Context: an optimization exercise on an open-source flow, tuned for small area, a short achievable clock period and few clock cycles per item. The choices shown serve that exercise and are no tape-out recipe. RTL that was checked went through simulation tests only; none was proved equivalent to the original. No activity file was given, so power comes from the tool's default toggle rates.

// polygon_convexity_check
module polygon_convexity_check #(
  parameter int COORD_WIDTH = 16
) (
  input  logic                          clk,
  input  logic                          rst,
  input  logic                          vertex_valid,
  output logic                          vertex_ready,
  input  logic signed [COORD_WIDTH-1:0] vertex_x,
  input  logic signed [COORD_WIDTH-1:0] vertex_y,
  input  logic                          last_vertex,
  output logic                          result_valid,
  input  logic                          result_ready,
  output logic                          is_convex,
  output logic                          too_few
);
clock: 7.5 ns
lec_check: 0
abc_area: 1
cap_margin: 20
core_margin: 2
core_utilization: 40
cts_cluster_diameter: 80
cts_cluster_size: 30
place_density: 0.6
setup_slack_margin: 4.5
slew_margin: 20
standard.sh (not shown) runs the stock make flow with config.mk's settings and CLKGATE_MAP_FILE= SYNTH_SCRIPT=/design/flow/synth_recipe.tcl, a recipe that flattens the netlist after the stock synthesis.
==> flow/flow/run.sh <==
#!/bin/bash
# Layout flow: the standard flow (standard.sh) unchanged except for one step in
# synthesis. Before Yosys's fine-grained synthesis runs ABC, the adder trees of the RTL
# (plain XOR / majority gates) are mapped to full- and half-adder cells, so ABC cannot
# restructure them first; extracting them afterwards leaves inverters between the adder
# cells. Everything else, including the registers, is the standard synthesis.
# Placement buffers every input and output port as the standard flow does, but with a
# plain buffer cell (buf_2) instead of the delay cell buffer_ports picks by default.
set -euo pipefail
HERE=$(pwd)
FL=$HERE/flow

# synthesis script: ORFS's synth.tcl with the early adder extraction inserted
python3 - "$FLOW_HOME/scripts/synth.tcl" "$HERE/synth_fa.tcl" <<'PYEOF'
import sys
src = open(sys.argv[1]).read()
anchor = """if {
  [env_var_exists_and_non_empty SYNTH_WRAPPED_OPERATORS] ||
  [env_var_exists_and_non_empty SWAP_ARITH_OPERATORS]
} {
  source $::env(SCRIPTS_DIR)/synth_wrap_operators.tcl
} else {"""
early = """# early full-adder extraction (this flow's only change to synthesis)
opt -fast -full
memory_map
opt -full
techmap -map +/techmap.v -map $::env(FLOW_HOME)/platforms/common/lcu_kogge_stone.v
opt -fast
extract_fa {*}[dont_use_extract_fa_args]
techmap -map $::env(ADDER_MAP_FILE)
opt -fast

"""
assert src.count(anchor) == 1, "synth.tcl anchor not found"
open(sys.argv[2], "w").write(src.replace(anchor, early + anchor))
PYEOF
# The standard flow's synthesis wrapper, sourcing the script above instead of synth.tcl
sed "s|\$::env(SCRIPTS_DIR)/synth.tcl|$HERE/synth_fa.tcl|" synth_recipe.tcl > synth_recipe_fa.tcl
grep -q "synth_fa.tcl" synth_recipe_fa.tcl
# standard.sh with that synthesis wrapper, for the synth target only
sed "s|SYNTH_SCRIPT=[^ ]*|SYNTH_SCRIPT=$HERE/synth_recipe_fa.tcl|" standard.sh > standard_fa.sh
grep -q "synth_recipe_fa.tcl" standard_fa.sh

bash standard_fa.sh synth > synth.log 2>&1
export BUFFER_PORTS_ARGS="-buffer_cell sky130_fd_sc_hd__buf_2"
bash standard.sh finish > finish.log 2>&1
Testbench counts at the start, summed over its fixed seeds: cycles 59,325, items 59,266.
Then changed:
- CORE_UTILIZATION: 40 -> 45
- PLACE_DENSITY: 0.6 -> 0.65
- SETUP_SLACK_MARGIN: 4.5 -> 4.6
Cell area goes up by a few percent; final cell count goes down slightly; die area goes down by roughly a tenth; core utilization goes up by 7.6 points.
Then changed:
- CORE_UTILIZATION: 45 -> 40
- PLACE_DENSITY: 0.65 -> 0.6
- SETUP_SLACK_MARGIN: 4.6 -> 4.8
- clock power rises by a few percent
- routed wire length climbs by a little under a tenth
- via count came out higher slightly
- setup slack is better by 0.0092 ns
- first-iteration DRC count falls by roughly a tenth
- power came out higher by a little under a tenth
- synthesized area does not change
- clock-buffer cell count climbs by 2
- register-to-register slack is about the same

========
Another version of the RTL of polygon_convexity_check (not shown whole).
Size in the first run: roughly 330 flip-flops, roughly 41 I/O pins, roughly 26000 sq um of cells after synthesis.
Settings: LEC_CHECK=0, ABC_AREA=1, CAP_MARGIN=20, CORE_MARGIN=2, CORE_UTILIZATION=40, PLACE_DENSITY=0.6, SETUP_SLACK_MARGIN=4.2, SLEW_MARGIN=20; clock period 7.5 ns.
==> flow/flow/run.sh <==
#!/bin/bash
# Layout flow: the standard flow (standard.sh) unchanged except for one step in
# synthesis. Before Yosys's fine-grained synthesis runs ABC, the adder trees of the RTL
# (plain XOR / majority gates) are mapped to full- and half-adder cells, so ABC cannot
# restructure them first; extracting them afterwards leaves inverters between the adder
# cells. Everything else, including the registers, is the standard synthesis.
set -euo pipefail
HERE=$(pwd)
FL=$HERE/flow

# synthesis script: ORFS's synth.tcl with the early adder extraction inserted
python3 - "$FLOW_HOME/scripts/synth.tcl" "$HERE/synth_fa.tcl" <<'PYEOF'
import sys
src = open(sys.argv[1]).read()
anchor = """if {
  [env_var_exists_and_non_empty SYNTH_WRAPPED_OPERATORS] ||
  [env_var_exists_and_non_empty SWAP_ARITH_OPERATORS]
} {
  source $::env(SCRIPTS_DIR)/synth_wrap_operators.tcl
} else {"""
early = """# early full-adder extraction (this flow's only change to synthesis)
opt -fast -full
memory_map
opt -full
techmap -map +/techmap.v -map $::env(FLOW_HOME)/platforms/common/lcu_kogge_stone.v
opt -fast
extract_fa {*}[dont_use_extract_fa_args]
techmap -map $::env(ADDER_MAP_FILE)
opt -fast

"""
assert src.count(anchor) == 1, "synth.tcl anchor not found"
open(sys.argv[2], "w").write(src.replace(anchor, early + anchor))
PYEOF
# The standard flow's synthesis wrapper, sourcing the script above instead of synth.tcl
sed "s|\$::env(SCRIPTS_DIR)/synth.tcl|$HERE/synth_fa.tcl|" synth_recipe.tcl > synth_recipe_fa.tcl
grep -q "synth_fa.tcl" synth_recipe_fa.tcl
# standard.sh with that synthesis wrapper, for the synth target only
sed "s|SYNTH_SCRIPT=[^ ]*|SYNTH_SCRIPT=$HERE/synth_recipe_fa.tcl|" standard.sh > standard_fa.sh
grep -q "synth_recipe_fa.tcl" standard_fa.sh

bash standard_fa.sh synth > synth.log 2>&1
bash standard.sh finish > finish.log 2>&1
Change:
==> flow/run.sh (new file) <==
#!/bin/bash
# synth_recipe.tcl (not shown) runs the flow's synth.tcl, then flattens the netlist and writes it again
# the make line also repeats each setting of config.mk as NAME=value (left out here)
make -C /OpenROAD-flow-scripts/flow DESIGN_CONFIG=/design/flow/config.mk WORK_HOME=/design/flow/orfs CLKGATE_MAP_FILE= SYNTH_SCRIPT=/design/flow/synth_recipe.tcl finish
SETUP_SLACK_MARGIN = 4.0   (was 4.2)
removed: flow/flow/run.sh
removed: flow/standard.sh
After rerunning: Wire length is higher by 2.1%. Die area is higher by 0.78%. Utilization is lower by 1.2 points.
Function was not checked in any run of this note: the RTL went through the layout flow alone.

## port drivers added, routing unchanged
No port has a modelled driver above. Below, the same layouts with a new extraction and two added sets of constraints. Step 1 sets driving cells, clkbuf_16 on the clock port and buf_2 on the other inputs (assumed; they add their load-dependent delay and slew). Step 2 times the ports against the registers' clock, not the clock port: input delays grow and output delays shrink by t, the midpoint of the rising clock arrivals with the driver on. Three values: ideal, step 1, step 2; two values: the first two.
run | t, ns | setup slack, ns | clock arrival spread, ns | slew at the worst register clock pin (ns) | cell pins on the clock port's net
the first run of note 1 | 0.656 | 4.536 / 4.536 / 4.078 | 0.031 / 0.030 | 0.11 / 0.11 | 1
the second run of note 1 | 0.645 | 4.591 / 4.591 / 4.118 | 0.028 / 0.027 | 0.11 / 0.11 | 1
the third run of note 1 | 0.657 | 4.600 / 4.600 / 4.170 | 0.029 / 0.029 | 0.11 / 0.11 | 1
the first run of note 2 | 0.630 | 4.145 / 4.145 / 3.708 | 0.028 / 0.028 | 0.07 / 0.07 | 1
the second run of note 2 | 0.637 | 4.008 / 4.008 / 3.561 | 0.040 / 0.040 | 0.07 / 0.07 | 1
After both steps every run listed still meets setup and hold. For the second run of note 1, which loses most, drivers alone change the setup slack by 0.000 ns; drivers and shift together by -0.473 ns.
